Context: an optimization exercise on an open-source flow, tuned for small area and a short achievable clock period. The choices shown serve that exercise and are no tape-out recipe.
Function was checked by simulation only, so behaviour that the tests miss may differ from the original.
Power and IR drop assume default switching activity.

### flow/run.sh
#!/bin/bash
# Layout flow: the standard layout (standard.sh, whole, from synthesis to
# finish) with two ORFS settings added to the standard flow's config.mk:
#  - sky130_fd_sc_hd__a222oi_1 is not used: it has a single drive strength, so
#    the resizer cannot strengthen it where it drives a long wire;
#  - clock tree synthesis inserts no dummy loads (same clustering otherwise).
# make's output goes to flow_make.log; ORFS keeps each step's log under
# orfs/logs/.
set -euo pipefail
W=$(cd "$(dirname "${BASH_SOURCE[0]}")/.." && pwd)
cd "$W"
cp config.mk own_config.mk
cat >> own_config.mk <<'EOC'
export DONT_USE_CELLS += sky130_fd_sc_hd__a222oi_1
export CTS_ARGS = -sink_clustering_enable -repair_clock_nets -sink_clustering_size 30 -sink_clustering_max_diameter 60 -dont_use_dummy_load
EOC
sed "s#DESIGN_CONFIG=[^ ]*#DESIGN_CONFIG=$W/own_config.mk#" standard.sh > own_standard.sh
bash own_standard.sh > flow_make.log 2>&1
### standard.sh
#!/bin/bash
# synth_recipe.tcl (not shown) runs the flow's synth.tcl, then flattens the netlist and writes it again
# the make line also repeats each setting of config.mk as NAME=value (left out here)
make -C /OpenROAD-flow-scripts/flow DESIGN_CONFIG=/design/flow/config.mk WORK_HOME=/design/flow/orfs CLKGATE_MAP_FILE= SYNTH_SCRIPT=/design/flow/synth_recipe.tcl "${@:-finish}"
### config.mk
export PLATFORM = sky130hd
export DESIGN_NAME = data_mem_ctrl
export DESIGN_NICKNAME = data_mem_ctrl
export VERILOG_FILES = /design/flow/design.v
export SDC_FILE = /design/flow/constraint.sdc
export NUM_CORES = 4
export LEC_CHECK = 0
export CAP_MARGIN = 20
export CORE_MARGIN = 2
export CORE_UTILIZATION = 70
export CTS_CLUSTER_DIAMETER = 60
export CTS_CLUSTER_SIZE = 30
export SETUP_SLACK_MARGIN = 2.4
export SLEW_MARGIN = 20
### constraint.sdc
create_clock -name core_clock -period 4.5 [get_ports {clk}]
set_input_delay 0.9000 -clock core_clock [delete_from_list [all_inputs] [get_ports {clk}]]
set_output_delay 0.9000 -clock core_clock [all_outputs]
set_load 0.01 [all_outputs]
### design.v
module data_mem_ctrl #(
    parameter int unsigned LATENCY = 4,
    parameter int unsigned AW      = 8
) (
    input  logic        clk,
    input  logic        rst,
    input  logic        MemRead,
    input  logic        MemWrite,
    input  logic [15:0] addr,
    input  logic [15:0] wdata,
    output logic [15:0] rdata,
    output logic        stall,
    output logic        done,
    output logic        err
);
    localparam int unsigned NR = 64;   
    logic c1, c2, c3;       
    logic busy;             
    logic one_req, idle, accept, err_nxt;
    assign one_req  = MemRead ? ~MemWrite : MemWrite;
    assign idle     = ~(busy | done);
    assign accept   = idle & one_req;
    assign stall    = MemRead ? (busy | (~done & ~MemWrite)) : (busy | (~done & MemWrite));
    assign err_nxt  = (idle & MemRead) & MemWrite;
    always_ff @(posedge clk or posedge rst) begin
        if (rst) begin
            c1   <= 1'b0;
            c2   <= 1'b0;
            c3   <= 1'b0;
            busy <= 1'b0;
            done <= 1'b0;
            err  <= 1'b0;
        end else begin
            c1   <= accept;
            c2   <= c1;
            c3   <= c2;
            busy <= accept | c1 | c2;
            done <= c3;
            err  <= err_nxt;
        end
    end
    logic [1:0] ph;
    always_ff @(posedge clk) ph <= ph + 2'd1;
    logic        pv;        
    logic        wgo;       
    logic [7:0]  pidx;
    logic [15:0] pdata;
    logic [7:0]  ghi;       
    logic [7:0]  plo;       
    logic        commit, go_c, go_p;
    assign commit = c3 & MemWrite;
    assign go_c   = (addr[2:1] + ph) == 2'd2;
    assign go_p   = pv & ~wgo & ((pidx[1:0] + ph) == 2'd2);
    always_ff @(posedge clk) begin
        if (commit) begin
            pv    <= 1'b1;
            pidx  <= addr[8:1];
            pdata <= wdata;
            wgo   <= go_c;
            ghi   <= go_c ? (8'd1 << addr[8:6]) : 8'd0;
        end else begin
            if (wgo) pv <= 1'b0;
            wgo <= go_p;
            ghi <= go_p ? (8'd1 << pidx[7:5]) : 8'd0;
        end
        plo <= 8'd1 << (commit ? addr[5:3] : pidx[4:2]);
    end
    logic [15:0] m0 [NR];
    logic [15:0] m1 [NR];
    logic [15:0] m2 [NR];
    logic [15:0] m3 [NR];
    for (genvar r = 0; r < NR; r++) begin : g_ring
        logic wr;
        assign wr = ghi[r/8] & plo[r%8];
        always_ff @(posedge clk) begin
            m0[r] <= wr ? pdata : m3[r];
            m1[r] <= m0[r];
            m2[r] <= m1[r];
            m3[r] <= m2[r];
        end
    end
    logic        cap, fwd, take;
    logic [7:0]  s_hi, s_lo;
    logic [15:0] nxt;
    logic [3:0] rhit;
    always_ff @(posedge clk) rhit <= 4'd1 << (2'd1 - ph);
    assign cap  = ~done & MemRead & ~MemWrite & rhit[addr[2:1]];
    assign fwd  = pv & (pidx == addr[8:1]);
    assign take = cap & ~fwd;
    assign s_hi = take ? (8'd1 << addr[8:6]) : 8'd0;
    assign s_lo = 8'd1 << addr[5:3];
    always_comb begin
        logic [15:0] grp;
        nxt = (pdata & {16{cap & fwd}}) | (rdata & {16{~cap}});
        for (int g = 0; g < 8; g++) begin
            grp = '0;
            for (int l = 0; l < 8; l++) grp = grp | (m2[8*g+l] & {16{s_lo[l]}});
            nxt = nxt | (grp & {16{s_hi[g]}});
        end
    end
    always_ff @(posedge clk) rdata <= nxt;
endmodule
==> impl_summary.log, run 1 <==
[metrics] Critical path destination: stall
[metrics] critical path class: input port to output port
[metrics] Synth warnings: 5
[metrics] number of levels in the clock H-tree: 4
[metrics] final estimated routing congestion in global placement: around 0.88
[metrics] Post-Syn Area per Cell: about 16 µm²
[metrics] power spent charging and discharging nets: 12300 µW
[metrics] capturing element type of the critical path: output port
[metrics] number of design-rule violations left by the first detailed-router iteration: approximately 4000
[metrics] post-detailed-route wirelength per cell: 28.2 µm
[metrics] final critical delay including setup and external delays: around 2.5 ns
[metrics] number of antenna-violating nets in the routed design: 0
[metrics] crit path launch type: input port
[metrics] number of nets in the synthesized netlist: ~6700
[metrics] Row Count: 142
[metrics] async set or reset register ratio after synthesis: 0.144%
[metrics] Clk Latency, worst-skew pair: 0.84 ns
[metrics] via count of the first global-routing pass: 51775
[metrics] die outline width: roughly 390 µm
[metrics] setup repair after global routing missed its margin: true
[metrics] CP max FO: 3
[metrics] power share of the clock group: between 30% and 40%
[metrics] first-pass iteration count of the detailed router: 6
[metrics] clock root buffer master: sky130_fd_sc_hd__clkbuf_16
[metrics] Clock Pin Slew Worst Setup and Hold Paths: 0.10 ns
[metrics] Power Density: roughly 500 nW/µm²
[metrics] data arrival time of the critical path: ~1.6 ns
[metrics] Worst Reg2Reg Path Length in Cells: 10
[metrics] initial standard-cell utilization of the core: a little over 70%
[metrics] register-to-register setup slack: ~2.0 ns
[metrics] total number of vias: 51083
[metrics] Max Fclk: 0.396 GHz
[metrics] total routed wirelength: 251000 µm
[metrics] DP Wirelength: about 140000 µm
[metrics] final setup violation count: 0
[metrics] area growth from synthesis to final layout: 11.3%
[metrics] minimum setup slack in the final design: between 1.5 and 2 ns
[metrics] worst r2r dst: rdata[6]
[metrics] number of antenna violations at the first check in global routing: 15
[metrics] Core Footprint: roughly 150000 µm²
[metrics] type of the tightest min-delay check: register to register
[metrics] number of failing hold endpoints at the final stage: 0
[metrics] most common cell after layout, fill and taps aside: sky130_fd_sc_hd__dfxtp_1
[metrics] CTS tree: built
[metrics] remaining max-slew budget at the tightest pin: 20.7%
[metrics] result of the run: finished clean
[metrics] via-per-instance ratio: roughly 5.7
[metrics] global-route wire length before repair: 359000 µm
[metrics] library cells used by synthesis: 72
[metrics] max-cap violations: 0
[metrics] global routing met3 resource utilization: under 10%
[metrics] met2 track demand over resource: between 40% and 50%
[metrics] Worst Skew: approximately 0.070 ns
[metrics] number of I/O pins: 55
[metrics] Setup Slack @ Placement: 0.110 ns
[metrics] number of buffers inserted by port buffering: 46
[metrics] detailed-route DRC error count: 0
[metrics] synthesized area: 106000 µm²
[metrics] worst setup path startpoint: MemWrite
[metrics] fraction of layout cells with a size suffix above 1: about 29%
[metrics] register bit count reported by yosys: approximately 4200
[metrics] Total GRT Usage: roughly 32%
[metrics] sink count of the clock tree: ~4200
[metrics] count of flip-flops with a built-in enable after synthesis: 24
[metrics] Switching Share: a little over a fifth
[metrics] power share of the combinational group: 3.8%
[metrics] global-route track usage on met1: 46.8%
[metrics] most used routing layer in global routing: met2
[metrics] worst reg2reg startpoint: rhit[3]
[metrics] crit share post-route: a little under three fifths
[metrics] gate count of the mapped netlist: about 6600
[metrics] actual transition at the worst max-transition pin: roughly 1.2 ns
[metrics] Static Leakage: between 0.04 and 0.05 µW
[metrics] sequential cell area fraction in the yosys report: between 70% and 80%
[metrics] dominant register cell in the synthesized netlist: sky130_fd_sc_hd__dfxtp_1
[metrics] Num CTS Buffers: between 150 and 200
[metrics] Slew Limit Fails: 0
[metrics] maximum number of pins on one net before global-route repair: 66
[metrics] IR drop worst, VDD: between 0.4 and 0.5 mV
[metrics] required time at the endpoint of the critical path: about 3.6 ns
[metrics] hold-fix buffer count after cts: 0
[metrics] final global-route overflow total: 0
[metrics] startpoint of the lowest-slack hold path: m0[60][6]
[metrics] fraction of power consumed by sequential logic: 66.3%
[metrics] Post-layout nets: 6915
[metrics] leading cell types in the layout, fill and taps excluded: sky130_fd_sc_hd__dfxtp_1, sky130_fd_sc_hd__mux2_2, sky130_fd_sc_hd__buf_4
[metrics] number of buffers on the longest clock path: 3
[metrics] area enclosed by the die boundary: between 150000 and 200000 µm²
[metrics] setup TNS after final layout: 0 ns
[metrics] P_int: ~46000 µW
[metrics] die height: 393 µm
## layout make-up
class | instances | area, µm²
Inverter | 10 | 75.1
Sequential cell | 4166 | 83700
Multi-Input combinational cell | 2100 | 22100
Tap cell | 2016 | 2520
Clock buffer | 175 | 4380
Fill cell | 8614 | 32400
Timing Repair Buffer | 424 | 4770
Antenna cell | 8 | 20.0
## repair_timing
action,4_1_cts,5_1_grt
endpoints found under the setup margin,572,91
gates resized for setup,431,95
pin swaps,46,52
gates cloned,19,2
hold endpoints to repair,0,0
setup buffers,95,50
## state kept, by name (all words and copies together), names as in the netlist, 2 cells and up
name / count
pidx: 8
pdata: 16
m2: 1024
rdata: 16
ghi: 8
m3: 1024
m1: 1024
ph: 2
plo: 8
rhit: 4
m0: 1024
## power groups by stage
stage | logic [µW] | clock network [µW] | registers, µW
floorplan | 1030 | 0 | 39200
global placement | 1790 | 0 | 39300
detailed placement | 1810 | 0 | 39400
CTS | 2090 | 17500 | 38600
global route | 2260 | 18800 | 38700
finish | 2200 | 17400 | 38600
## logic make-up (layout without fill, tap and decap cells)
logic type,count (synthesis),in the layout,share of synthesized area [%]
flip-flops,4166,4166,79.2
multiplexers,1286,1286,14.3
AO/OA/AOI/OAI,503,503,3.61
buffers and inverters,354,609,1.42
AND/OR/NAND/NOR,296,296,1.36
XOR/XNOR,13,13,0.108
adder cells (fa/ha/maj),2,2,0.0237
other,0,8,0
## how the worst min path moves through the flow
stage	end	slack [ns]	cells after the start
2_1_floorplan	m1[0][0]	0.31	0
3_3_place_gp	m1[16][15]	0.31	0
3_5_place_dp	m1[19][11]	0.31	0
4_1_cts	err	0.24	2
5_1_grt	m2[60][0]	0.27	0
6_report	m1[60][6]	0.27	0
## cell usage after synthesis, types with 6 or more instances
master | number | share of area [%]
sky130_fd_sc_hd__a211oi_1 | 9 | 0.064
sky130_fd_sc_hd__a21oi_1 | 49 | 0.23
sky130_fd_sc_hd__a221o_1 | 8 | 0.076
sky130_fd_sc_hd__a221oi_1 | 140 | 1.2
sky130_fd_sc_hd__a22o_1 | 36 | 0.30
sky130_fd_sc_hd__a22oi_1 | 61 | 0.43
sky130_fd_sc_hd__and2_1 | 7 | 0.041
sky130_fd_sc_hd__and3_1 | 8 | 0.047
sky130_fd_sc_hd__buf_1 | 6 | 0.021
sky130_fd_sc_hd__buf_2 | 61 | 0.29
sky130_fd_sc_hd__buf_4 | 21 | 0.15
sky130_fd_sc_hd__clkbuf_1 | 252 | 0.90
sky130_fd_sc_hd__dfrtp_1 | 6 | 0.14
sky130_fd_sc_hd__dfxtp_1 | 4136 | 78
sky130_fd_sc_hd__edfxtp_1 | 24 | 0.68
sky130_fd_sc_hd__inv_1 | 9 | 0.032
sky130_fd_sc_hd__mux2_2 | 1102 | 12
sky130_fd_sc_hd__mux2i_1 | 115 | 1.1
sky130_fd_sc_hd__mux4_2 | 69 | 1.5
sky130_fd_sc_hd__nand2_1 | 138 | 0.49
sky130_fd_sc_hd__nand2b_1 | 13 | 0.077
sky130_fd_sc_hd__nand3_1 | 24 | 0.11
sky130_fd_sc_hd__nand3b_1 | 9 | 0.064
sky130_fd_sc_hd__nor2_1 | 43 | 0.15
sky130_fd_sc_hd__nor2b_1 | 8 | 0.047
sky130_fd_sc_hd__nor3_1 | 7 | 0.033
sky130_fd_sc_hd__o211ai_1 | 6 | 0.043
sky130_fd_sc_hd__o21ai_0 | 43 | 0.20
sky130_fd_sc_hd__o221ai_1 | 20 | 0.17
sky130_fd_sc_hd__o22a_1 | 13 | 0.11
sky130_fd_sc_hd__o22ai_1 | 62 | 0.37
sky130_fd_sc_hd__o2bb2ai_1 | 18 | 0.15
sky130_fd_sc_hd__o32ai_1 | 9 | 0.075
sky130_fd_sc_hd__or3_1 | 7 | 0.041
sky130_fd_sc_hd__xnor2_1 | 11 | 0.091
## critical path, cell delays in order
cell and delay (ns):
sky130_fd_sc_hd__clkdlybuf4s15_1 0.19, sky130_fd_sc_hd__buf_6 0.14, sky130_fd_sc_hd__xnor2_4 0.13, sky130_fd_sc_hd__o21bai_4 0.15
sky130_fd_sc_hd__buf_6 0.11
## per-stage QoR
step | utilization [%] | instance area (µm²) | hold WS [ns] | std cells | total power [µW]
floorplan | - | 106000 | 0.310 | 6620 | 40200
global placement | 72.8 | 109000 | 0.310 | 8544 | 41100
detailed placement | 72.9 | 109000 | 0.312 | 8549 | 41200
CTS | 77.8 | 117000 | 0.242 | 8838 | 58100
global route | 78.4 | 118000 | 0.273 | 8891 | 59700
finish | 78.4 | 118000 | 0.268 | 8899 | 58200
## layer usage
| metal | vias up | part of all wire (%) |
|---|---|---|
| met3 | 464 | 7.3 |
| met1 | 26002 | 45 |
| met2 | 1610 | 44 |
| met5 | - | 0.047 |
| met4 | 18 | 3.5 |
| li1 | 22989 | - |
==> inputs of run 2 (changes only) <==
==> run.sh (new file) <==
#!/bin/bash
# synth_recipe.tcl (not shown) runs the flow's synth.tcl, then flattens the netlist and writes it again
# the make line also repeats each setting of config.mk as NAME=value (left out here)
make -C /OpenROAD-flow-scripts/flow DESIGN_CONFIG=/design/flow/config.mk WORK_HOME=/design/flow/orfs CLKGATE_MAP_FILE= SYNTH_SCRIPT=/design/flow/synth_recipe.tcl finish
removed: flow/run.sh
removed: standard.sh
==> run 2 against run 1 <==
  * Routed wire length is 2.5% lower
  * Highest routed layer unchanged
  * Clock power is 13% higher
  * Still clean
  * Final cell count is 1.0% higher
==> impl_summary.log, run 2 <==
[metrics] result of the run: finished clean
[metrics] final global-route overflow total: 0
[metrics] number of buffers on the longest clock path: 3
[metrics] capturing element type of the critical path: register
[metrics] post-synthesis share of cell area spent on xor and xnor gates: less than 1%
[metrics] power after layout: between 60000 and 70000 µW
[metrics] async set or reset register ratio after synthesis: less than 1%
[metrics] Core Footprint: approximately 150000 µm²
[metrics] DP Wirelength: around 140000 µm
[metrics] data arrival time of the critical path: around 3.6 ns
[metrics] IR drop worst, VDD: about 0.54 mV
[metrics] die height: 392 µm
[metrics] Post-Syn Area per Cell: ~16 µm²
[metrics] dominant register cell in the synthesized netlist: sky130_fd_sc_hd__dfxtp_1
[metrics] gate count of the mapped netlist: between 6000 and 7000
[metrics] number of antenna-violating nets in the routed design: 0
[metrics] most common cell in the netlist: sky130_fd_sc_hd__dfxtp_1
[metrics] total routed wirelength: around 240000 µm
[metrics] Setup Slack @ Placement: ~0.035 ns
[metrics] Num CTS Buffers: approximately 180
[metrics] worst setup path startpoint: addr[4]
[metrics] series of cell instances along the critical path: buf_16 -> buf_16 -> buf_12 -> mux2_4 -> a221o_1 -> a222oi_1 -> o22ai_1 -> nor4_1 -> o21ai_1
[metrics] Worst Reg2Reg Path Length in Cells: 6
[metrics] Row Count: approximately 140
[metrics] Buffers & Inverters on Critical Path: 3
[metrics] actual transition at the worst max-transition pin: between 1 and 1.5 ns
[metrics] Static Leakage: ~0.05 µW
[metrics] fill cell instance count of the final layout: approximately 8400
[metrics] most common cell after layout, fill and taps aside: sky130_fd_sc_hd__dfxtp_1
[metrics] number of I/O pins: 55
[metrics] via count of the first global-routing pass: roughly 51000
[metrics] critical path class: input port to register
[metrics] Area contributors post-synth: sky130_fd_sc_hd__dfxtp_1, sky130_fd_sc_hd__mux2_2, sky130_fd_sc_hd__mux4_2
[metrics] Synth warnings: 5
[metrics] Power Density: between 500 and 600 nW/µm²
[metrics] setup TNS after final layout: 0 ns
[metrics] synthesized area: roughly 110000 µm²
[metrics] first-pass iteration count of the detailed router: 9
[metrics] area enclosed by the die boundary: about 150000 µm²
[metrics] number of levels in the clock H-tree: 4
[metrics] minimum setup slack in the final design: 1.64 ns
[metrics] detailed-route DRC error count: 0
[metrics] fraction of layout cells with a size suffix above 1: between 30 and 40%
[metrics] final estimated routing congestion in global placement: 0.936
[metrics] final instance area: 119000 µm²
[metrics] largest family of logic cells by synthesized area: multiplexers
[metrics] setup repair after global routing missed its margin: true
[metrics] Worst Skew: ~0.026 ns
[metrics] Total GRT Usage: 31.5%
[metrics] Post-layout nets: 6908
[metrics] worst reg2reg startpoint: m2[32][8]
[metrics] final setup violation count: 0
[metrics] post-detailed-route wirelength per cell: around 27 µm
[metrics] standard cell with the maximum stage delay on the critical path: sky130_fd_sc_hd__a222oi_1
[metrics] clock root buffer master: sky130_fd_sc_hd__clkbuf_16
[metrics] adder and majority gate portion of the synthesized area: less than 1%
[metrics] number of design-rule violations left by the first detailed-router iteration: 3811
[metrics] die outline width: 392 µm
[metrics] number of buffers inserted by port buffering: 46
[metrics] count of flip-flops with a built-in enable after synthesis: 24
[metrics] Max Fclk: 0.350 GHz
[metrics] slowest cell delay on critical path: roughly 0.9 ns
[metrics] register bit count reported by yosys: 4166
[metrics] total number of vias: 50700
[metrics] Slew Limit Fails: 0
[metrics] Clock Pin Slew Worst Setup and Hold Paths: ~0.10 ns
[metrics] Critical path destination: rdata[8]
[metrics] maximum number of pins on one net before global-route repair: between 60 and 70
[metrics] Worst path depth: 9
[metrics] type of the tightest min-delay check: input port to async pin
[metrics] worst r2r dst: rdata[8]
[metrics] CTS tree: built
[metrics] cell repeated most along the worst path: sky130_fd_sc_hd__buf_16
[metrics] post-layout util: between 70% and 80%
[metrics] top post-synthesis cells by count: sky130_fd_sc_hd__dfxtp_1, sky130_fd_sc_hd__mux2_2, sky130_fd_sc_hd__clkbuf_1
[metrics] total cell area at the placement stage: roughly 110000 µm²
[metrics] leading area contributor after synthesis: sky130_fd_sc_hd__dfxtp_1
[metrics] multiplexer fraction of the synthesized cell area: about 14%
[metrics] post-synthesis share of cell area spent on and, or, nand and nor gates: roughly 1.3%
[metrics] initial standard-cell utilization of the core: 70.5%
[metrics] share of Yosys cell area claimed by the top area cell type: about four fifths
[metrics] number of nets in the synthesized netlist: 6644
[metrics] global-route wire length before repair: around 350000 µm
[metrics] sink count of the clock tree: 4166
[metrics] required time at the endpoint of the critical path: roughly 5.2 ns
[metrics] CP max FO: 4
[metrics] final critical delay including setup and external delays: between 2 and 3 ns
[metrics] sequential cell area fraction in the yosys report: a little under 80%
[metrics] number of antenna violations at the first check in global routing: 16
[metrics] crit path launch type: input port
[metrics] leading cell types in the layout, fill and taps excluded: sky130_fd_sc_hd__dfxtp_1, sky130_fd_sc_hd__mux2_2, sky130_fd_sc_hd__buf_4
[metrics] Clk Latency, worst-skew pair: slightly above 0.8 ns
[metrics] library cells used by synthesis: 70
[metrics] number of failing hold endpoints at the final stage: 0
[metrics] via-per-instance ratio: about 5.6
[metrics] max-cap violations: 0
[metrics] crit share post-route: between 60% and 70%
[metrics] register-to-register setup slack: between 1.5 and 2 ns
[metrics] area growth from synthesis to final layout: 12.5%
[metrics] remaining max-slew budget at the tightest pin: around 23%
[metrics] complex-gate fraction of the synthesized area: about 3.6%
[metrics] cell type group with the largest total delay on the critical path: compound AO/OA/AOI/OAI gates
## run 2: changes by cell type after synthesis, sizes merged, moves of 5 or more
cell	change
a21oi	-8
o2bb2ai	+6
a221o	+5
a221oi	-5
nand3	-6
buf	+10
nand2	+5
a222oi	+8
clkbuf	-12
## run 2: how the worst min path moves through the flow
stage / endpoint / slack (ns) / depth (start not counted)
floorplan: m1[0][0] / 0.31 / 0
detailed placement: m1[1][8] / 0.31 / 0
global route: err / 0.29 / 2
CTS: err / 0.24 / 2
finish: c1 / 0.29 / 2
global placement: m1[12][11] / 0.31 / 0
## run 2: stage by stage
stage / hold slack (ns) / std cells
3_5_place_dp: 0.312 / 8535
6_report: 0.288 / 8992
5_1_grt: 0.294 / 8990
3_3_place_gp: 0.310 / 8533
2_1_floorplan: 0.310 / 6606
4_1_cts: 0.242 / 8916
## run 2: layout make-up
cell class	count	area, µm²	share of cell area [%]
sequential	4166	83700	70.5
multi-input combinational	2089	22100	18.6
timing repair buffer	428	4720	3.98
clock buffer	199	4660	3.92
tap	2016	2520	2.12
clock inverter	81	1030	0.871
inverter	10	55.1	0.0463
antenna	3	7.51	0.00632
## run 2: kinds of logic (layout without fill, tap and decap cells)
family / after synthesis / after routing
flip-flops: 4166 / 4166
other: 0 / 3
buffers and inverters: 352 / 718
XOR/XNOR: 13 / 13
AO/OA/AOI/OAI: 501 / 501
multiplexers: 1284 / 1284
AND/OR/NAND/NOR: 288 / 289
adder cells (fa/ha/maj): 2 / 2
## run 2: routing by layer
layer	up-vias	wire length [µm]	GRT usage [%]	share of wire, %
li1	23093	-	-	-
met3	370	15400	5.53	6.3
met2	1398	112000	49.8	46
met4	12	7960	9.66	3.2
met1	25827	110000	44.7	45
met5	-	74	0	0.030
## run 2: repair_timing
item | 4_1_cts | 5_1_grt
gates resized for setup | 347 | 203
hold buffers | 0 | 0
pin swaps | 55 | 67
endpoints found under the setup margin | 565 | 39
setup buffers | 90 | 68
hold endpoints to repair | 0 | 0
cloned | 11 | 5
## run 2: worst reg2reg max path, cell delays in order, from the launching register on
cell and delay (ns):
sky130_fd_sc_hd__dfxtp_1 0.33, sky130_fd_sc_hd__mux2_4 0.27, sky130_fd_sc_hd__a221o_1 0.31, sky130_fd_sc_hd__a222oi_1 0.88, sky130_fd_sc_hd__o22ai_1 0.32, sky130_fd_sc_hd__nor4_1 0.36
sky130_fd_sc_hd__o21ai_1 0.08
## run 2: power breakdown
group	leakage [µW]	total, µW	switching, µW	internal [µW]
Clock	0.00275	19700	11300	8380
Sequential	0.0338	38600	485	38100
Combinational	0.0120	2160	1320	842
Total	0.0486	60400	13100	47300
==> inputs of run 3 (changes only) <==
--- a/design.v
+++ b/design.v
@@ -44,24 +44,28 @@
     logic        pv;        
     logic        wgo;       
+    logic        wgo2;      
     logic [7:0]  pidx;
-    logic [15:0] pdata;
+    logic [15:0] pdn;       
     logic [7:0]  ghi;       
+    logic [7:0]  ghi2;      
     logic [7:0]  plo;       
     logic        commit, go_c, go_p;
     assign commit = c3 & MemWrite;
     assign go_c   = (addr[2:1] + ph) == 2'd2;
-    assign go_p   = pv & ~wgo & ((pidx[1:0] + ph) == 2'd2);
+    assign go_p   = pv & ~wgo & ~wgo2 & ((pidx[1:0] + ph) == 2'd2);
     always_ff @(posedge clk) begin
         if (commit) begin
             pv    <= 1'b1;
             pidx  <= addr[8:1];
-            pdata <= wdata;
+            pdn   <= ~wdata;
             wgo   <= go_c;
             ghi   <= go_c ? (8'd1 << addr[8:6]) : 8'd0;
         end else begin
-            if (wgo) pv <= 1'b0;
+            if (wgo2) pv <= 1'b0;
             wgo <= go_p;
             ghi <= go_p ? (8'd1 << pidx[7:5]) : 8'd0;
         end
+        wgo2 <= wgo;
+        ghi2 <= ghi;
         plo <= 8'd1 << (commit ? addr[5:3] : pidx[4:2]);
     end
@@ -71,9 +75,10 @@
     logic [15:0] m3 [NR];
     for (genvar r = 0; r < NR; r++) begin : g_ring
-        logic wr;
-        assign wr = ghi[r/8] & plo[r%8];
+        logic clr, set;
+        assign clr = ghi[r/8] & plo[r%8];
+        assign set = ghi2[r/8] & plo[r%8];
         always_ff @(posedge clk) begin
-            m0[r] <= wr ? pdata : m3[r];
-            m1[r] <= m0[r];
+            m0[r] <= ~(m3[r] | {16{clr}});
+            m1[r] <= ~(({16{set}} & pdn) | m0[r]);
             m2[r] <= m1[r];
             m3[r] <= m2[r];
@@ -92,5 +97,5 @@
     always_comb begin
         logic [15:0] grp;
-        nxt = (pdata & {16{cap & fwd}}) | (rdata & {16{~cap}});
+        nxt = (~pdn & {16{cap & fwd}}) | (rdata & {16{~cap}});
         for (int g = 0; g < 8; g++) begin
             grp = '0;
==> flow/run.sh (new file) <==
#!/bin/bash
# Layout flow: the standard layout (standard.sh, whole, from synthesis to
# finish) with two ORFS settings added to the standard flow's config.mk:
#  - sky130_fd_sc_hd__a222oi_1 is not used: it has a single drive strength, so
#    the resizer cannot strengthen it where it drives a long wire;
#  - clock tree synthesis inserts no dummy loads (same clustering otherwise).
# make's output goes to flow_make.log; ORFS keeps each step's log under
# orfs/logs/.
set -euo pipefail
W=$(cd "$(dirname "${BASH_SOURCE[0]}")/.." && pwd)
cd "$W"
cp config.mk own_config.mk
cat >> own_config.mk <<'EOC'
export DONT_USE_CELLS += sky130_fd_sc_hd__a222oi_1
export CTS_ARGS = -sink_clustering_enable -repair_clock_nets -sink_clustering_size 30 -sink_clustering_max_diameter 60 -dont_use_dummy_load
EOC
sed "s#DESIGN_CONFIG=[^ ]*#DESIGN_CONFIG=$W/own_config.mk#" standard.sh > own_standard.sh
bash own_standard.sh > flow_make.log 2>&1
==> standard.sh (new file) <==
#!/bin/bash
# synth_recipe.tcl (not shown) runs the flow's synth.tcl, then flattens the netlist and writes it again
# the make line also repeats each setting of config.mk as NAME=value (left out here)
make -C /OpenROAD-flow-scripts/flow DESIGN_CONFIG=/design/flow/config.mk WORK_HOME=/design/flow/orfs CLKGATE_MAP_FILE= SYNTH_SCRIPT=/design/flow/synth_recipe.tcl "${@:-finish}"
removed: run.sh
==> run 3 against run 2 <==
  * First-iteration DRC count is 27% higher
  * Still clean on timing, DRC and antenna
  * Synthesized cell count is 18% higher
  * Largest cell class unchanged
  * Final area is 4.1% lower
  * Sequential share of layout area is 3.2 points higher
  * Core utilization is 2.3 points lower
  * Total power is 1.4% lower
  * Final cell count is 8.3% higher
  * Sequential power is 3% higher
  * Critical path type is now register to register
==> impl_summary.log, run 3 <==
[metrics] Total GRT Usage: between 30% and 40%
[metrics] detailed-route DRC error count: 0
[metrics] initial standard-cell utilization of the core: a little over two thirds
[metrics] area growth from synthesis to final layout: 9.00%
[metrics] fraction of layout cells with a size suffix above 1: a little over a tenth
[metrics] synthesized area: 105000 µm²
[metrics] global routing met3 resource utilization: 7.26%
[metrics] total routed wirelength: 262000 µm
[metrics] max-cap violations: 0
[metrics] slowest cell delay on critical path: approximately 0.48 ns
[metrics] post-detailed-route wirelength per cell: 26.9 µm
[metrics] final estimated routing congestion in global placement: ~0.93
[metrics] final global-route overflow total: 0
[metrics] final instance area: approximately 110000 µm²
[metrics] number of antenna-violating nets in the routed design: 0
[metrics] met2 track demand over resource: around 52%
[metrics] crit share post-route: around 55%
[metrics] die height: 390 µm
[metrics] CTS tree: built
[metrics] leading cell types in the layout, fill and taps excluded: sky130_fd_sc_hd__dfxtp_1, sky130_fd_sc_hd__a21oi_1, sky130_fd_sc_hd__nor2_1
[metrics] result of the run: finished clean
[metrics] sequential cell area fraction in the yosys report: 80.2%
[metrics] die outline width: about 390 µm
[metrics] sink count of the clock tree: 4175
[metrics] clock root buffer master: sky130_fd_sc_hd__clkbuf_16
[metrics] DP Wirelength: around 160000 µm
[metrics] Clk Latency, worst-skew pair: approximately 0.83 ns
[metrics] number of I/O pins: 55
[metrics] Synth warnings: 5
[metrics] crit path launch type: register
[metrics] total number of vias: 56866
[metrics] power after layout: just under 60000 µW
[metrics] final critical delay including setup and external delays: approximately 2.5 ns
[metrics] Power Density: between 500 and 600 nW/µm²
[metrics] total cell area at the placement stage: around 110000 µm²
[metrics] actual transition at the worst max-transition pin: between 1 and 1.5 ns
[metrics] Post-Syn Area per Cell: between 10 and 15 µm²
[metrics] async set or reset register ratio after synthesis: less than 1%
[metrics] via count of the first global-routing pass: ~57000
[metrics] number of buffers on the longest clock path: 3
[metrics] remaining max-slew budget at the tightest pin: between 20 and 25%
[metrics] leading area contributor after synthesis: sky130_fd_sc_hd__dfxtp_1
[metrics] hold-fix buffer count after cts: 0
[metrics] dominant register cell in the synthesized netlist: sky130_fd_sc_hd__dfxtp_1
[metrics] global-route track usage on met1: around half
[metrics] number of standard cells in the final layout excluding fillers: 9741
[metrics] Row Count: between 100 and 150
[metrics] Clock Pin Slew Worst Setup and Hold Paths: 0.09 ns
[metrics] standard cell with the maximum stage delay on the critical path: sky130_fd_sc_hd__or3_4
[metrics] number of buffers inserted by port buffering: 46
[metrics] type of the tightest min-delay check: register to register
[metrics] Core Footprint: 148000 µm²
[metrics] register bit count reported by yosys: ~4200
[metrics] Slew Limit Fails: 0
[metrics] required time at the endpoint of the critical path: just over 5 ns
[metrics] gate count of the mapped netlist: slightly below 8000
[metrics] Buffers & Inverters on Critical Path: 5
[metrics] maximum number of pins on one net before global-route repair: 66
[metrics] Static Leakage: 0.0463 µW
[metrics] number of antenna violations at the first check in global routing: 13
[metrics] first-pass iteration count of the detailed router: 6
[metrics] worst hold slack: ~0.28 ns
[metrics] Max Fclk: between 0.4 and 0.5 GHz
[metrics] share of Yosys cell area claimed by the top area cell type: between 70% and 80%
[metrics] # placed instances: 9459
[metrics] top post-synthesis cells by count: sky130_fd_sc_hd__dfxtp_1, sky130_fd_sc_hd__nor2_1, sky130_fd_sc_hd__a21oi_1
[metrics] capturing element type of the critical path: register
[metrics] number of levels in the clock H-tree: 4
[metrics] count of flip-flops with a built-in enable after synthesis: 24
[metrics] Num CTS Buffers: roughly 170
[metrics] setup TNS after final layout: 0 ns
[metrics] most common cell in the netlist: sky130_fd_sc_hd__dfxtp_1
[metrics] critical path class: register to register
[metrics] Worst Skew: around 0.072 ns
[metrics] cell type group with the largest total delay on the critical path: simple AND/OR/NAND/NOR gates
[metrics] number of nets in the synthesized netlist: 7866
[metrics] most common cell after layout, fill and taps aside: sky130_fd_sc_hd__dfxtp_1
[metrics] library cells used by synthesis: 69
[metrics] number of failing hold endpoints at the final stage: 0
[metrics] most used routing layer in global routing: met2
[metrics] data arrival time of the critical path: 3.17 ns
[metrics] via-per-instance ratio: just under 6
[metrics] Area contributors post-synth: sky130_fd_sc_hd__dfxtp_1, sky130_fd_sc_hd__a21oi_1, sky130_fd_sc_hd__nor2_1
[metrics] area enclosed by the die boundary: about 150000 µm²
[metrics] cell repeated most along the worst path: sky130_fd_sc_hd__buf_6
[metrics] number of design-rule violations left by the first detailed-router iteration: just under 5000
[metrics] IR drop worst, VDD: between 0.4 and 0.5 mV
[metrics] Post-layout nets: 7846
[metrics] global-route wire length before repair: roughly 380000 µm
[metrics] setup repair after global routing missed its margin: true
[metrics] CP max FO: 7
[metrics] final setup violation count: 0
[metrics] series of cell instances along the critical path: buf_6 -> buf_4 -> nor3b_2 -> buf_6 -> nand2_8 -> or3_4 -> buf_6 -> o22ai_2 -> nor4b_2 -> buf_4 -> o21ai_0
run 3: cell count changes in the layout (fill, tap and decap cells not counted), sizes merged, moves of 21 or more:
cell / before / now
mux2: 1106 / 60
nor2: 41 / 1075
a21oi: 41 / 1074
and2: 11 / 134
buf: 393 / 287
nand2: 143 / 68
a221oi: 135 / 76
mux4: 67 / 113
clkbuf: 205 / 172
inv: 45 / 20
a22o: 36 / 15
mux2i: 111 / 132
run 3: metal layers:
layer  vias to the layer above  share of wire, %  routed length, µm
met4                         6               4.1              10700
met5                         -             0.013                 35
li1                      25660                 -                  -
met3                       539               8.7              22600
met1                     28497                44             114000
met2                      2164                44             114000
run 3: what timing repair did:
action / 4_1_cts / 5_1_grt
gates resized for setup: 419 / 73
setup buffers: 77 / 15
hold endpoints to repair: 0 / 0
cloned: 12 / 0
endpoints found under the setup margin: 297 / 130
pin swaps: 40 / 28
run 3: worst paths after layout:
kind / slack [ns] / startpoint / to / cells past startpoint
setup / recovery: 2.01 / done / rdata[12] / 11
hold / removal: 0.28 / m1[23][8] / m2[23][8] / 0
setup reg to reg: 2.01 / done / rdata[12] / 11
hold reg to reg: 0.28 / m1[23][8] / m2[23][8] / 0
max in group asynchronous: 3.95 / rst / err / 2
min in group asynchronous: 0.33 / rst / busy / 2
run 3: cells by family after synthesis:
kind of cell / count (synthesis) / synth area share, %
flip-flops: 4175 / 80.2
AO/OA/AOI/OAI: 1431 / 7.73
AND/OR/NAND/NOR: 1368 / 5.42
buffers and inverters: 534 / 2.15
multiplexers: 305 / 4.35
XOR/XNOR: 13 / 0.109
adder cells (fa/ha/maj): 2 / 0.0239
run 3: metrics by stage:
| stage | setup WS, ns | util [%] |
|---|---|---|
| 3_5_place_dp | 0.415 | 72.2 |
| 4_1_cts | 2.01 | 76.7 |
| 2_1_floorplan | 1.96 | - |
| 3_3_place_gp | 0.392 | 72.2 |
| 5_1_grt | 1.99 | 77.0 |
| 6_report | 2.01 | 77.0 |
run 3: layout make-up:
cell class              instances  area [µm²]
inverters                      24         113
fillers                      9082       34100
repair buffers                315        3510
diodes                          5        12.5
well taps                    1930        2410
flip-flops and latches       4175       83900
multi-input cells            3120       19700
clock buffers                 172        4300
run 3: worst register-to-register path: stages, from the launching register on:
cell and delay, ns:
sky130_fd_sc_hd__dfrtp_1 0.40, sky130_fd_sc_hd__buf_6 0.13, sky130_fd_sc_hd__buf_4 0.13, sky130_fd_sc_hd__nor3b_2 0.18
sky130_fd_sc_hd__buf_6 0.20, sky130_fd_sc_hd__nand2_8 0.10, sky130_fd_sc_hd__or3_4 0.49, sky130_fd_sc_hd__buf_6 0.18
sky130_fd_sc_hd__o22ai_2 0.17, sky130_fd_sc_hd__nor4b_2 0.08, sky130_fd_sc_hd__buf_4 0.16, sky130_fd_sc_hd__o21ai_0 0.15
run 3: power by group:
group / switching (µW) / internal [µW] / total, µW
logic: 1670 / 939 / 2600
registers: 783 / 38900 / 39700
clock network: 10400 / 6870 / 17300
total: 12800 / 46700 / 59600
==> inputs of run 4 (changes only) <==
--- a/config.mk
+++ b/config.mk
@@ -11,4 +11,4 @@
 export CTS_CLUSTER_DIAMETER = 60
 export CTS_CLUSTER_SIZE = 30
-export SETUP_SLACK_MARGIN = 2.4
+export SETUP_SLACK_MARGIN = 2.8
 export SLEW_MARGIN = 20
==> run 4 against run 3 <==
  * Synthesized cell count is the same
  * Final area up 1.5%
  * Critical path depth is 7 lower
  * Clock power about the same
  * Global-route usage grew 1.6 points
  * First-iteration DRC count grew 10%
  * Via count increased by 1.9%
  * Flip-flop and latch count unchanged
  * Largest cell class unchanged
  * Critical path type is now register to output port
  * Maximum frequency shrank 1.3%
  * Still clean
  * Sequential power about the same
==> impl_summary.log, run 4 <==
[metrics] result of the run: finished clean
[metrics] crit path launch type: register
[metrics] global-route wire length before repair: just under 400000 µm
[metrics] sink count of the clock tree: roughly 4200
[metrics] area growth from synthesis to final layout: 10.6%
[metrics] Synth warnings: 5
[metrics] Static Leakage: roughly 0.047 µW
[metrics] crit share post-route: ~56%
[metrics] detailed-route DRC error count: 0
[metrics] power share of the clock group: ~29%
[metrics] leading cell types in the layout, fill and taps excluded: sky130_fd_sc_hd__dfxtp_1, sky130_fd_sc_hd__a21oi_1, sky130_fd_sc_hd__nor2_1
[metrics] via-per-instance ratio: roughly 5.9
[metrics] fraction of layout cells with a size suffix above 1: 13.6%
[metrics] Total GRT Usage: 35.9%
[metrics] critical path class: register to output port
[metrics] capturing element type of the critical path: output port
[metrics] first-pass iteration count of the detailed router: 6
[metrics] required time at the endpoint of the critical path: 3.60 ns
[metrics] number of levels in the clock H-tree: 4
[metrics] register-to-register setup slack: slightly above 2 ns
[metrics] DP Wirelength: 157000 µm
[metrics] Clock Pin Slew Worst Setup and Hold Paths: roughly 0.1 ns
[metrics] fraction of power consumed by sequential logic: between 60% and 70%
[metrics] number of antenna-violating nets in the routed design: 0
[metrics] Post-layout nets: about 7900
[metrics] synthesized area: about 100000 µm²
[metrics] Core Footprint: 148000 µm²
[metrics] remaining max-slew budget at the tightest pin: between 20 and 30%
[metrics] number of design-rule violations left by the first detailed-router iteration: 5334
[metrics] die height: ~390 µm
[metrics] Post-Syn Area per Cell: between 10 and 15 µm²
[metrics] library cells used by synthesis: 69
[metrics] fill cell instance count of the final layout: around 9000
[metrics] Row Count: around 140
[metrics] Num CTS Buffers: about 170
[metrics] Power Density: just over 500 nW/µm²
[metrics] final estimated routing congestion in global placement: around 0.95
[metrics] power after layout: approximately 60000 µW
[metrics] P_int: between 40000 and 50000 µW
[metrics] data arrival time of the critical path: between 1.5 and 2 ns
[metrics] Area contributors post-synth: sky130_fd_sc_hd__dfxtp_1, sky130_fd_sc_hd__a21oi_1, sky130_fd_sc_hd__nor2_1
[metrics] worst hold slack: between 0.2 and 0.3 ns
[metrics] IR drop worst, VDD: approximately 0.48 mV
[metrics] Slew Limit Fails: 0
[metrics] most common cell in the netlist: sky130_fd_sc_hd__dfxtp_1
[metrics] CP max FO: 3
[metrics] total number of vias: 57960
[metrics] final critical delay including setup and external delays: approximately 2.5 ns
[metrics] setup repair after global routing missed its margin: true
[metrics] actual transition at the worst max-transition pin: approximately 1.1 ns
[metrics] top post-synthesis cells by count: sky130_fd_sc_hd__dfxtp_1, sky130_fd_sc_hd__nor2_1, sky130_fd_sc_hd__a21oi_1
[metrics] async set or reset register ratio after synthesis: less than 1%
[metrics] CTS tree: built
[metrics] hold-fix buffer count after cts: 0
[metrics] final setup violation count: 0
[metrics] max-cap violations: 0
[metrics] number of buffers inserted by port buffering: 46
[metrics] power spent charging and discharging nets: ~13000 µW
[metrics] die outline width: 390 µm
[metrics] power share of the combinational group: roughly 4.7%
[metrics] dominant register cell in the synthesized netlist: sky130_fd_sc_hd__dfxtp_1
[metrics] Max Fclk: ~0.4 GHz
[metrics] Clk Latency, worst-skew pair: between 0.8 and 0.9 ns
[metrics] number of I/O pins: 55
[metrics] post-detailed-route wirelength per cell: between 20 and 30 µm
[metrics] total routed wirelength: between 200000 and 300000 µm
[metrics] area enclosed by the die boundary: roughly 150000 µm²
[metrics] via count of the first global-routing pass: approximately 58000
[metrics] initial standard-cell utilization of the core: between 70% and 80%
[metrics] minimum setup slack in the final design: between 1.5 and 2 ns
[metrics] sequential cell area fraction in the yosys report: about four fifths
[metrics] Setup Slack @ Placement: -0.172 ns
[metrics] share of Yosys cell area claimed by the top area cell type: 79.4%
[metrics] final global-route overflow total: 0
[metrics] most common cell after layout, fill and taps aside: sky130_fd_sc_hd__dfxtp_1
[metrics] clock root buffer master: sky130_fd_sc_hd__clkbuf_16
[metrics] leading area contributor after synthesis: sky130_fd_sc_hd__dfxtp_1
[metrics] setup TNS after final layout: 0 ns
[metrics] gate count of the mapped netlist: just under 8000
[metrics] type of the tightest min-delay check: register to register
[metrics] number of nets in the synthesized netlist: approximately 8000
[metrics] register bit count reported by yosys: between 4000 and 5000
[metrics] number of failing hold endpoints at the final stage: 0
[metrics] maximum number of pins on one net before global-route repair: 66
[metrics] Switching Share: 21.7%
[metrics] post-layout util: 78.1%
[metrics] number of antenna violations at the first check in global routing: 15
[metrics] Worst Skew: approximately 0.063 ns
[metrics] count of flip-flops with a built-in enable after synthesis: 24
[metrics] number of buffers on the longest clock path: 3
## run 4: power by group through the flow
stage,sequential (µW),combinational (µW),clock [µW]
2_1_floorplan,40200,1320,0
3_3_place_gp,40500,2230,0
3_5_place_dp,40500,2310,0
4_1_cts,39700,2700,17400
5_1_grt,39900,2930,18700
6_report,39700,2840,17400
## run 4: kinds of logic (layout without fill, tap and decap cells)
logic type,count (synthesis),count (layout),share of synthesized area (%)
compound gates,1431,1431,7.73
xor+xnor,13,13,0.109
fa+ha+maj,2,2,0.0239
buf+inv,534,577,2.15
flops,4175,4175,80.2
mux,305,305,4.35
other cells,0,6,0
simple gates,1368,1369,5.42
## run 4: routing by layer
metal  global-route usage [%]  part of all wire, %  vias to the layer above
met3                     8.00                  9.0                      558
li1                         -                    -                    25802
met1                     50.3                   42                    29143
met2                     54.6                   44                     2443
met4                     14.3                  4.4                       14
met5                    0.223                0.048                        -
## run 4: critical path: stages (launching register included)
cell and delay (ns):
sky130_fd_sc_hd__dfrtp_1 0.39, sky130_fd_sc_hd__buf_6 0.13, sky130_fd_sc_hd__buf_6 0.11, sky130_fd_sc_hd__o21bai_4 0.10, sky130_fd_sc_hd__buf_6 0.11
## run 4: worst paths after layout
| path | start | to | cells after the start |
|---|---|---|---|
| max | done | stall | 4 |
| min reg2reg | m1[39][13] | m2[39][13] | 0 |
| min in group asynchronous | rst | err | 2 |
| min | m1[39][13] | m2[39][13] | 0 |
| max in group asynchronous | rst | done | 2 |
| max reg2reg | done | rdata[6] | 11 |
## run 4: layout make-up
| class | instances | area [µm²] | area share, % |
|---|---|---|---|
| sequential | 4175 | 83900 | 72.6 |
| multi-input combinational | 3120 | 20300 | 17.6 |
| timing repair buffer | 378 | 4510 | 3.90 |
| clock buffer | 174 | 4350 | 3.76 |
| tap | 1930 | 2410 | 2.09 |
| inverter | 24 | 113 | 0.0974 |
| antenna | 6 | 15.0 | 0.0130 |
| timing repair inverter | 1 | 7.51 | 0.00649 |
## run 4: what timing repair did
item / in CTS / in global routing
setup endpoints to repair: 2019 / 225
gates cloned: 27 / 0
buffers inserted: 101 / 24
resized for setup: 607 / 96
pin swaps: 71 / 46
## run 4: per-stage QoR
stage / cells / instance area, µm²
5_1_grt: 9802 / 116000
6_report: 9808 / 116000
4_1_cts: 9778 / 115000
3_5_place_dp: 9476 / 107000
2_1_floorplan: 7828 / 105000
3_3_place_gp: 9474 / 107000
==> inputs of run 5 (changes only) <==
--- a/design.v
+++ b/design.v
@@ -61,11 +61,13 @@
             wgo   <= go_c;
             ghi   <= go_c ? (8'd1 << addr[8:6]) : 8'd0;
+            wgo2  <= 1'b0;
+            ghi2  <= 8'd0;
         end else begin
             if (wgo2) pv <= 1'b0;
-            wgo <= go_p;
-            ghi <= go_p ? (8'd1 << pidx[7:5]) : 8'd0;
+            wgo  <= go_p;
+            ghi  <= go_p ? (8'd1 << pidx[7:5]) : 8'd0;
+            wgo2 <= wgo;
+            ghi2 <= ghi;
         end
-        wgo2 <= wgo;
-        ghi2 <= ghi;
         plo <= 8'd1 << (commit ? addr[5:3] : pidx[4:2]);
     end
@@ -90,5 +92,5 @@
     logic [3:0] rhit;
     always_ff @(posedge clk) rhit <= 4'd1 << (2'd1 - ph);
-    assign cap  = ~done & MemRead & ~MemWrite & rhit[addr[2:1]];
+    assign cap  = MemRead & ~MemWrite & rhit[addr[2:1]];
     assign fwd  = pv & (pidx == addr[8:1]);
     assign take = cap & ~fwd;
--- a/config.mk
+++ b/config.mk
@@ -11,4 +11,4 @@
 export CTS_CLUSTER_DIAMETER = 60
 export CTS_CLUSTER_SIZE = 30
-export SETUP_SLACK_MARGIN = 2.8
+export SETUP_SLACK_MARGIN = 2.2
 export SLEW_MARGIN = 20
==> run 5 against run 4 <==
  * Highest routed layer unchanged
  * Core utilization down 1.5 points
  * Clock power about the same
  * Largest cell class unchanged
  * Critical path depth increased by 6
  * Total power hardly changed
  * Routed wire length increased by 2.5%
  * Area after synthesis is 0.44% higher
  * Critical endpoint is now rdata[0]
  * Largest power group unchanged
==> impl_summary.log, run 5 <==
[metrics] leading area contributor after synthesis: sky130_fd_sc_hd__dfxtp_1
[metrics] library cells used by synthesis: just over 80
[metrics] crit path launch type: input port
[metrics] sink count of the clock tree: 4175
[metrics] final critical delay including setup and external delays: 2.45 ns
[metrics] register bit count reported by yosys: around 4200
[metrics] number of buffers inserted by port buffering: 46
[metrics] Worst Reg2Reg Path Length in Cells: 3
[metrics] Synth warnings: 5
[metrics] Worst Skew: around 0.075 ns
[metrics] crit share post-route: between 50% and 60%
[metrics] number of levels in the clock H-tree: 4
[metrics] number of buffers on the longest clock path: 3
[metrics] data arrival time of the critical path: between 3 and 4 ns
[metrics] number of antenna violations at the first check in global routing: 23
[metrics] final global-route overflow total: 0
[metrics] clock root buffer master: sky130_fd_sc_hd__clkbuf_16
[metrics] critical path class: input port to register
[metrics] CTS tree: built
[metrics] number of antenna-violating nets in the routed design: 0
[metrics] gate count of the mapped netlist: between 7000 and 8000
[metrics] first-pass iteration count of the detailed router: 5
[metrics] type of the tightest min-delay check: input port to async pin
[metrics] Area contributors post-synth: sky130_fd_sc_hd__dfxtp_1, sky130_fd_sc_hd__a21oi_1, sky130_fd_sc_hd__nor2_1
[metrics] setup TNS after final layout: 0 ns
[metrics] total routed wirelength: ~280000 µm
[metrics] detailed-route DRC error count: 0
[metrics] share of Yosys cell area claimed by the top area cell type: approximately 79%
[metrics] sequential cell area fraction in the yosys report: between 70% and 80%
[metrics] post-detailed-route wirelength per cell: about 28 µm
[metrics] number of failing hold endpoints at the final stage: 0
[metrics] via count of the first global-routing pass: 58241
[metrics] leading cell types in the layout, fill and taps excluded: sky130_fd_sc_hd__dfxtp_1, sky130_fd_sc_hd__nor2_1, sky130_fd_sc_hd__a21oi_1
[metrics] Static Leakage: around 0.047 µW
[metrics] required time at the endpoint of the critical path: between 5 and 6 ns
[metrics] sequential cell area: between 80000 and 90000 µm²
[metrics] fill cell instance count of the final layout: 9363
[metrics] number of nets in the synthesized netlist: roughly 8000
[metrics] max-cap violations: 0
[metrics] async set or reset register ratio after synthesis: less than 1%
[metrics] remaining max-slew budget at the tightest pin: 13.9%
[metrics] count of flip-flops with a built-in enable after synthesis: 24
[metrics] most common cell after layout, fill and taps aside: sky130_fd_sc_hd__dfxtp_1
[metrics] IR drop worst, VDD: 0.484 mV
[metrics] Total GRT Usage: between 30% and 40%
[metrics] area enclosed by the die boundary: 153000 µm²
[metrics] number of I/O pins: between 50 and 60
[metrics] Post-layout nets: about 8000
[metrics] synthesized area: roughly 100000 µm²
[metrics] Core Footprint: 149000 µm²
[metrics] Post-Syn Area per Cell: approximately 13 µm²
[metrics] CP max FO: 20
[metrics] die outline width: between 300 and 400 µm
[metrics] setup repair after global routing missed its margin: true
[metrics] Max Fclk: ~0.41 GHz
[metrics] power after layout: about 60000 µW
[metrics] Num CTS Buffers: 173
[metrics] most common cell in the netlist: sky130_fd_sc_hd__dfxtp_1
[metrics] top post-synthesis cells by count: sky130_fd_sc_hd__dfxtp_1, sky130_fd_sc_hd__nor2_1, sky130_fd_sc_hd__a21oi_1
[metrics] Setup Slack @ Placement: 0.659 ns
[metrics] minimum setup slack in the final design: a little over 2 ns
[metrics] DP Wirelength: 167000 µm
[metrics] final setup violation count: 0
[metrics] maximum number of pins on one net before global-route repair: 66
[metrics] dominant register cell in the synthesized netlist: sky130_fd_sc_hd__dfxtp_1
[metrics] fraction of layout cells with a size suffix above 1: between 10% and 20%
[metrics] actual transition at the worst max-transition pin: about 1.3 ns
[metrics] Slew Limit Fails: 0
[metrics] capturing element type of the critical path: register
[metrics] initial standard-cell utilization of the core: approximately 70%
[metrics] Row Count: 142
[metrics] final estimated routing congestion in global placement: 0.931
[metrics] area growth from synthesis to final layout: 9.06%
[metrics] total area of multi-input combinational cells: 19800 µm²
[metrics] number of design-rule violations left by the first detailed-router iteration: approximately 6000
[metrics] Clock Pin Slew Worst Setup and Hold Paths: ~0.1 ns
[metrics] Power Density: roughly 520 nW/µm²
[metrics] result of the run: finished clean
[metrics] global-route wire length before repair: approximately 400000 µm
[metrics] die height: ~400 µm
[metrics] via-per-instance ratio: between 5 and 6
[metrics] Clk Latency, worst-skew pair: 0.84 ns
[metrics] total number of vias: 59073
run 5: timing repair:
action | 4_1_cts | 5_1_grt
hold buffers | 0 | 0
cloned | 15 | 7
endpoints found under the setup margin | 121 | 25
pin swaps | 22 | 41
setup buffers | 55 | 29
gates resized for setup | 285 | 108
run 5: path summary, 6_finish.rpt:
check / start / endpoint / slack [ns]
worst max register to register: plo[0] / m1[32][0] / 2.15
min in group core_clock: m1[14][5] / m2[14][5] / 0.28
max in group asynchronous: rst / c3 / 3.99
worst max-delay path: addr[5] / rdata[0] / 2.05
worst min-delay path: rst / c2 / 0.28
worst min register to register: m1[14][5] / m2[14][5] / 0.28
run 5: kinds of logic after synthesis:
group	count (synthesis)	synth area share [%]
AO/OA/AOI/OAI	1554	8.79
XOR/XNOR	12	0.100
adder cells (fa/ha/maj)	3	0.0358
buffers and inverters	562	2.34
flip-flops	4175	79.9
multiplexers	243	3.16
AND/OR/NAND/NOR	1430	5.70
run 5: cell type report:
cell class	instances	share of cell area, %
antenna	3	0.00656
clock buffer	173	3.78
inverter	28	0.105
multi-input combinational	3242	17.3
sequential	4175	73.3
tap	2016	2.20
timing repair buffer	320	3.37
run 5: layer usage:
layer  up-vias  global-route usage, %  share of wire [%]
met4        20                   13.9                4.1
met5         -                      0              0.045
met3       543                   7.10                9.1
met1     29858                   52.7                 43
met2      2452                   55.3                 44
li1      26200                      -                  -
run 5: per-stage QoR:
step,area (µm²),util [%],instances,hold slack (ns)
final,114000,76.6,9957,0.281
after floorplan,105000,-,7979,0.310
after global routing,114000,76.6,9954,0.290
after detailed placement,107000,71.9,9675,0.312
after CTS,114000,76.0,9918,0.261
after global placement,107000,71.9,9675,0.309
run 5: report_power, final:
group / total [µW] / internal (µW) / switching, µW / leakage [µW]
sequential: 39800 / 39000 / 845 / 0.0353
combinational: 2830 / 1020 / 1810 / 0.00916
clock: 17400 / 6910 / 10500 / 0.00213
run 5: worst max-delay path: stages:
cell and delay [ns]:
sky130_fd_sc_hd__clkbuf_16 0.15, sky130_fd_sc_hd__buf_4 0.16, sky130_fd_sc_hd__clkinv_4 0.16, sky130_fd_sc_hd__buf_12 0.24, sky130_fd_sc_hd__buf_4 0.23, sky130_fd_sc_hd__a21oi_1 0.08, sky130_fd_sc_hd__a211oi_1 0.53, sky130_fd_sc_hd__o31a_1 0.42
sky130_fd_sc_hd__nor4b_2 0.10, sky130_fd_sc_hd__o21ai_1 0.12
==> inputs of run 6 (changes only) <==
--- a/design.v
+++ b/design.v
@@ -17,25 +17,28 @@
     logic c1, c2, c3;       
     logic busy;             
+    logic nidle;            
     logic one_req, idle, accept, err_nxt;
     assign one_req  = MemRead ? ~MemWrite : MemWrite;
-    assign idle     = ~(busy | done);
+    assign idle     = ~nidle;
     assign accept   = idle & one_req;
-    assign stall    = MemRead ? (busy | (~done & ~MemWrite)) : (busy | (~done & MemWrite));
+    assign stall    = busy | (~done & one_req);
     assign err_nxt  = (idle & MemRead) & MemWrite;
     always_ff @(posedge clk or posedge rst) begin
         if (rst) begin
-            c1   <= 1'b0;
-            c2   <= 1'b0;
-            c3   <= 1'b0;
-            busy <= 1'b0;
-            done <= 1'b0;
-            err  <= 1'b0;
+            c1    <= 1'b0;
+            c2    <= 1'b0;
+            c3    <= 1'b0;
+            busy  <= 1'b0;
+            nidle <= 1'b0;
+            done  <= 1'b0;
+            err   <= 1'b0;
         end else begin
-            c1   <= accept;
-            c2   <= c1;
-            c3   <= c2;
-            busy <= accept | c1 | c2;
-            done <= c3;
-            err  <= err_nxt;
+            c1    <= accept;
+            c2    <= c1;
+            c3    <= c2;
+            busy  <= accept | c1 | c2;
+            nidle <= accept | c1 | c2 | c3;
+            done  <= c3;
+            err   <= err_nxt;
         end
     end
@@ -92,5 +95,5 @@
     logic [3:0] rhit;
     always_ff @(posedge clk) rhit <= 4'd1 << (2'd1 - ph);
-    assign cap  = MemRead & ~MemWrite & rhit[addr[2:1]];
+    assign cap  = MemRead & (~MemWrite & rhit[addr[2:1]]);
     assign fwd  = pv & (pidx == addr[8:1]);
     assign take = cap & ~fwd;
--- a/config.mk
+++ b/config.mk
@@ -11,4 +11,4 @@
 export CTS_CLUSTER_DIAMETER = 60
 export CTS_CLUSTER_SIZE = 30
-export SETUP_SLACK_MARGIN = 2.2
+export SETUP_SLACK_MARGIN = 2.4
 export SLEW_MARGIN = 20
==> run 6 against run 5 <==
  * Sequential share of layout area is 0.59 points lower
  * Setup slack got worse by 0.029 ns
  * Largest cell class unchanged
  * Critical path depth down 1
  * Synthesized cell count fell by 0.65%
  * Critical path type unchanged
  * Clock skew down 0.011 ns
  * Final area is 0.84% higher
  * Core utilization is 1.4 points higher
  * Flip-flop and latch count is 1 higher
  * Still clean
  * Routed wire length fell by 1.3%
  * Worst hold slack improved by 0.0039 ns
  * Total power increased by 0.20%
  * Area after synthesis shrank 0.30%
==> impl_summary.log, run 6 <==
[metrics] leading cell types in the layout, fill and taps excluded: sky130_fd_sc_hd__dfxtp_1, sky130_fd_sc_hd__nor2_1, sky130_fd_sc_hd__a21oi_1
[metrics] Clk Latency, worst-skew pair: 0.82 ns
[metrics] register bit count reported by yosys: approximately 4200
[metrics] die outline width: between 300 and 400 µm
[metrics] Power Density: roughly 520 nW/µm²
[metrics] post-detailed-route wirelength per cell: 28.2 µm
[metrics] die height: between 300 and 400 µm
[metrics] final estimated routing congestion in global placement: approximately 0.9
[metrics] power after layout: 60200 µW
[metrics] Static Leakage: between 0.04 and 0.05 µW
[metrics] Slew Limit Fails: 0
[metrics] result of the run: finished clean
[metrics] sink count of the clock tree: around 4200
[metrics] Buffers & Inverters on Critical Path: 3
[metrics] Row Count: approximately 140
[metrics] setup TNS after final layout: 0 ns
[metrics] Core Footprint: around 150000 µm²
[metrics] gate count of the mapped netlist: between 7000 and 8000
[metrics] type of the tightest min-delay check: register to register
[metrics] Post-Syn Area per Cell: 13.2 µm²
[metrics] maximum number of pins on one net before global-route repair: 66
[metrics] via count of the first global-routing pass: 57689
[metrics] final setup violation count: 0
[metrics] count of flip-flops with a built-in enable after synthesis: 24
[metrics] most common cell in the netlist: sky130_fd_sc_hd__dfxtp_1
[metrics] Total GRT Usage: approximately 36%
[metrics] detailed-route DRC error count: 0
[metrics] number of failing hold endpoints at the final stage: 0
[metrics] actual transition at the worst max-transition pin: about 1.2 ns
[metrics] dominant register cell in the synthesized netlist: sky130_fd_sc_hd__dfxtp_1
[metrics] library cells used by synthesis: 76
[metrics] IR drop worst, VDD: just over 0.5 mV
[metrics] number of design-rule violations left by the first detailed-router iteration: between 5000 and 6000
[metrics] cell type group with the largest total delay on the critical path: simple AND/OR/NAND/NOR gates
[metrics] CP max FO: 10
[metrics] Critical path destination: rdata[4]
[metrics] Worst path depth: 9
[metrics] number of buffers inserted by port buffering: 46
[metrics] Worst Reg2Reg Path Length in Cells: 7
[metrics] slowest cell delay on critical path: around 0.57 ns
[metrics] async set or reset register ratio after synthesis: less than 1%
[metrics] share of Yosys cell area claimed by the top area cell type: 79.3%
[metrics] Area contributors post-synth: sky130_fd_sc_hd__dfxtp_1, sky130_fd_sc_hd__a21oi_1, sky130_fd_sc_hd__nor2_1
[metrics] top post-synthesis cells by count: sky130_fd_sc_hd__dfxtp_1, sky130_fd_sc_hd__nor2_1, sky130_fd_sc_hd__a21oi_1
[metrics] worst reg2reg startpoint: rhit[3]
[metrics] DP Wirelength: between 150000 and 200000 µm
[metrics] critical path class: input port to register
[metrics] first-pass iteration count of the detailed router: 6
[metrics] final critical delay including setup and external delays: 2.48 ns
[metrics] area growth from synthesis to final layout: 10.3%
[metrics] Clock Pin Slew Worst Setup and Hold Paths: 0.10 ns
[metrics] register-to-register setup slack: between 2 and 2.5 ns
[metrics] worst setup path startpoint: addr[5]
[metrics] Synth warnings: 5
[metrics] remaining max-slew budget at the tightest pin: 18.8%
[metrics] number of antenna violations at the first check in global routing: 10
[metrics] data arrival time of the critical path: around 3.1 ns
[metrics] standard cell with the maximum stage delay on the critical path: sky130_fd_sc_hd__or4_4
[metrics] Worst Skew: between 0.06 and 0.07 ns
[metrics] synthesized area: about 100000 µm²
[metrics] Max Fclk: a little over 0.4 GHz
[metrics] capturing element type of the critical path: register
[metrics] max-cap violations: 0
[metrics] initial standard-cell utilization of the core: between 70 and 80%
[metrics] number of I/O pins: 55
[metrics] Num CTS Buffers: between 150 and 200
[metrics] number of antenna-violating nets in the routed design: 0
[metrics] total routed wirelength: 278000 µm
[metrics] global-route wire length before repair: between 300000 and 400000 µm
[metrics] crit share post-route: about 55%
[metrics] final global-route overflow total: 0
[metrics] total number of vias: 58691
[metrics] number of buffers on the longest clock path: 3
[metrics] hold-fix buffer count after cts: 0
[metrics] clock root buffer master: sky130_fd_sc_hd__clkbuf_16
[metrics] worst r2r dst: rdata[4]
[metrics] fraction of layout cells with a size suffix above 1: about an eighth
[metrics] area enclosed by the die boundary: approximately 150000 µm²
[metrics] Post-layout nets: approximately 8000
[metrics] leading area contributor after synthesis: sky130_fd_sc_hd__dfxtp_1
[metrics] number of levels in the clock H-tree: 4
[metrics] via-per-instance ratio: 5.95
[metrics] series of cell instances along the critical path: bufbuf_16 -> and2_4 -> buf_12 -> buf_4 -> nand3_1 -> a31oi_2 -> or4_4 -> a2111o_1 -> a21o_1
[metrics] most common cell after layout, fill and taps aside: sky130_fd_sc_hd__dfxtp_1
[metrics] crit path launch type: input port
[metrics] required time at the endpoint of the critical path: about 5.2 ns
[metrics] sequential cell area fraction in the yosys report: 80.1%
[metrics] number of nets in the synthesized netlist: approximately 8000
[metrics] setup repair after global routing missed its margin: true
[metrics] CTS tree: built
[run 6: changes by cell type after synthesis, moves of 11 or more]
| cell | change |
|---|---|
| sky130_fd_sc_hd__mux2i_1 | -49 |
| sky130_fd_sc_hd__a221oi_1 | +45 |
| sky130_fd_sc_hd__a22oi_1 | +26 |
| sky130_fd_sc_hd__o21ai_0 | -23 |
| sky130_fd_sc_hd__clkbuf_1 | +22 |
| sky130_fd_sc_hd__mux2_2 | +18 |
| sky130_fd_sc_hd__mux4_2 | +17 |
| sky130_fd_sc_hd__a221o_1 | -14 |
| sky130_fd_sc_hd__nand3b_1 | +14 |
| sky130_fd_sc_hd__o22ai_1 | +14 |
| sky130_fd_sc_hd__a22o_1 | -11 |
| sky130_fd_sc_hd__buf_4 | -11 |
| sky130_fd_sc_hd__nand2_1 | -11 |
| sky130_fd_sc_hd__o22a_1 | -11 |
[run 6: how the worst min path moves through the flow]
stage               slack, ns          to       start  cells after the start
floorplan                0.31    m2[0][0]    m1[0][0]                      0
global placement         0.31  m2[54][15]  m1[54][15]                      0
detailed placement       0.31  m2[17][12]  m1[17][12]                      0
CTS                      0.29  m2[45][10]  m1[45][10]                      0
global route             0.28   m2[4][15]   m1[4][15]                      0
finish                   0.29   m2[4][15]   m1[4][15]                      0
[run 6: repair_timing]
| item | in CTS | in global routing |
|---|---|---|
| resized for setup | 446 | 105 |
| gates cloned | 24 | 1 |
| pin swaps | 64 | 54 |
| setup endpoints to repair | 1175 | 55 |
| buffers inserted | 92 | 23 |
[run 6: kinds of logic after synthesis]
| logic type | share of synthesized area (%) |
|---|---|
| simple gates | 5.71 |
| mux | 3.16 |
| flops | 80.1 |
| fa+ha+maj | 0.0239 |
| compound gates | 8.66 |
| buf+inv | 2.21 |
| xor+xnor | 0.109 |
[run 6: per-stage QoR]
step / util (%) / hold slack (ns) / instances / instance area, µm² / setup slack, ns
after floorplan: - / 0.310 / 7927 / 105000 / 1.81
after global placement: 72.6 / 0.310 / 9544 / 107000 / 0.318
after detailed placement: 72.6 / 0.312 / 9544 / 107000 / 0.302
after CTS: 77.5 / 0.288 / 9833 / 115000 / 2.09
after global routing: 78.0 / 0.282 / 9858 / 115000 / 2.08
final: 78.0 / 0.285 / 9858 / 115000 / 2.02
[run 6: layout make-up]
class / instances / area (µm²)
clock buffers: 173 / 4330
diodes: 1 / 2.50
fillers: 8974 / 32600
flip-flops and latches: 4176 / 83900
inverters: 23 / 115
well taps: 1930 / 2410
multi-input cells: 3188 / 20300
repair buffers: 367 / 4380
[run 6: report_power, final]
part	switching, µW	internal [µW]	leakage [µW]
combinational	1780	1060	0.00951
sequential	877	39100	0.0353
clock	10400	6910	0.00213
total	13100	47100	0.0469
[run 6: routing by layer]
layer	up-vias	GRT usage, %	routed length, µm
met3	524	6.65	23400
met1	29684	51.3	118000
li1	26165	-	-
met4	10	14.3	11800
met2	2308	55.6	124000
met5	-	0	62
[run 6: worst reg2reg max path: stages, from the launching register on]
cell	delay [ns]
sky130_fd_sc_hd__dfxtp_1	0.29
sky130_fd_sc_hd__mux4_2	0.57
sky130_fd_sc_hd__buf_4	0.20
sky130_fd_sc_hd__nand4bb_4	0.16
sky130_fd_sc_hd__a21oi_2	0.08
sky130_fd_sc_hd__or4_4	0.54
sky130_fd_sc_hd__a2111o_1	0.31
sky130_fd_sc_hd__a21o_1	0.17

[port drivers added, routing unchanged]
How much do the figures lean on ideal ports? The routed layouts below were timed once more, with nothing changed but the port constraints.
Step 1: set_driving_cell puts a clkbuf_16 on clk and a buf_2 on each other input, an assumption about the parent block.
Step 2 moves the port delays by t, midway between the first and last clock arrival at a register: inputs arrive t later, outputs are due t later. That takes back most of the time a late clock gives input paths.
Three values: ideal, step 1, step 2; two values: the first two.
run	t (ns)	setup WS [ns]	worst hold slack (ns)	worst setup path at the end	slew at the worst register clock pin (ns)
run 1	0.885	1.976 / 1.764 / 0.880	0.268 / 0.261 / 0.268	input to register	0.12 / 0.12
run 2	0.909	1.642 / 1.473 / 0.564	0.288 / 0.222 / 0.317	input to register	0.11 / 0.11
run 3	0.885	2.007 / 1.743 / 0.858	0.276 / 0.263 / 0.276	input to register	0.11 / 0.11
run 4	0.880	1.975 / 1.659 / 0.779	0.271 / 0.271 / 0.271	input to register	0.11 / 0.11
run 5	0.891	2.052 / 1.841 / 0.949	0.281 / 0.216 / 0.283	input to register	0.11 / 0.11
run 6	0.881	2.023 / 1.796 / 0.915	0.285 / 0.267 / 0.285	input to register	0.11 / 0.11
After both steps every run listed still meets setup and hold. For run 4, which loses most, drivers alone change the setup slack by -0.316 ns; drivers and shift together by -1.196 ns.
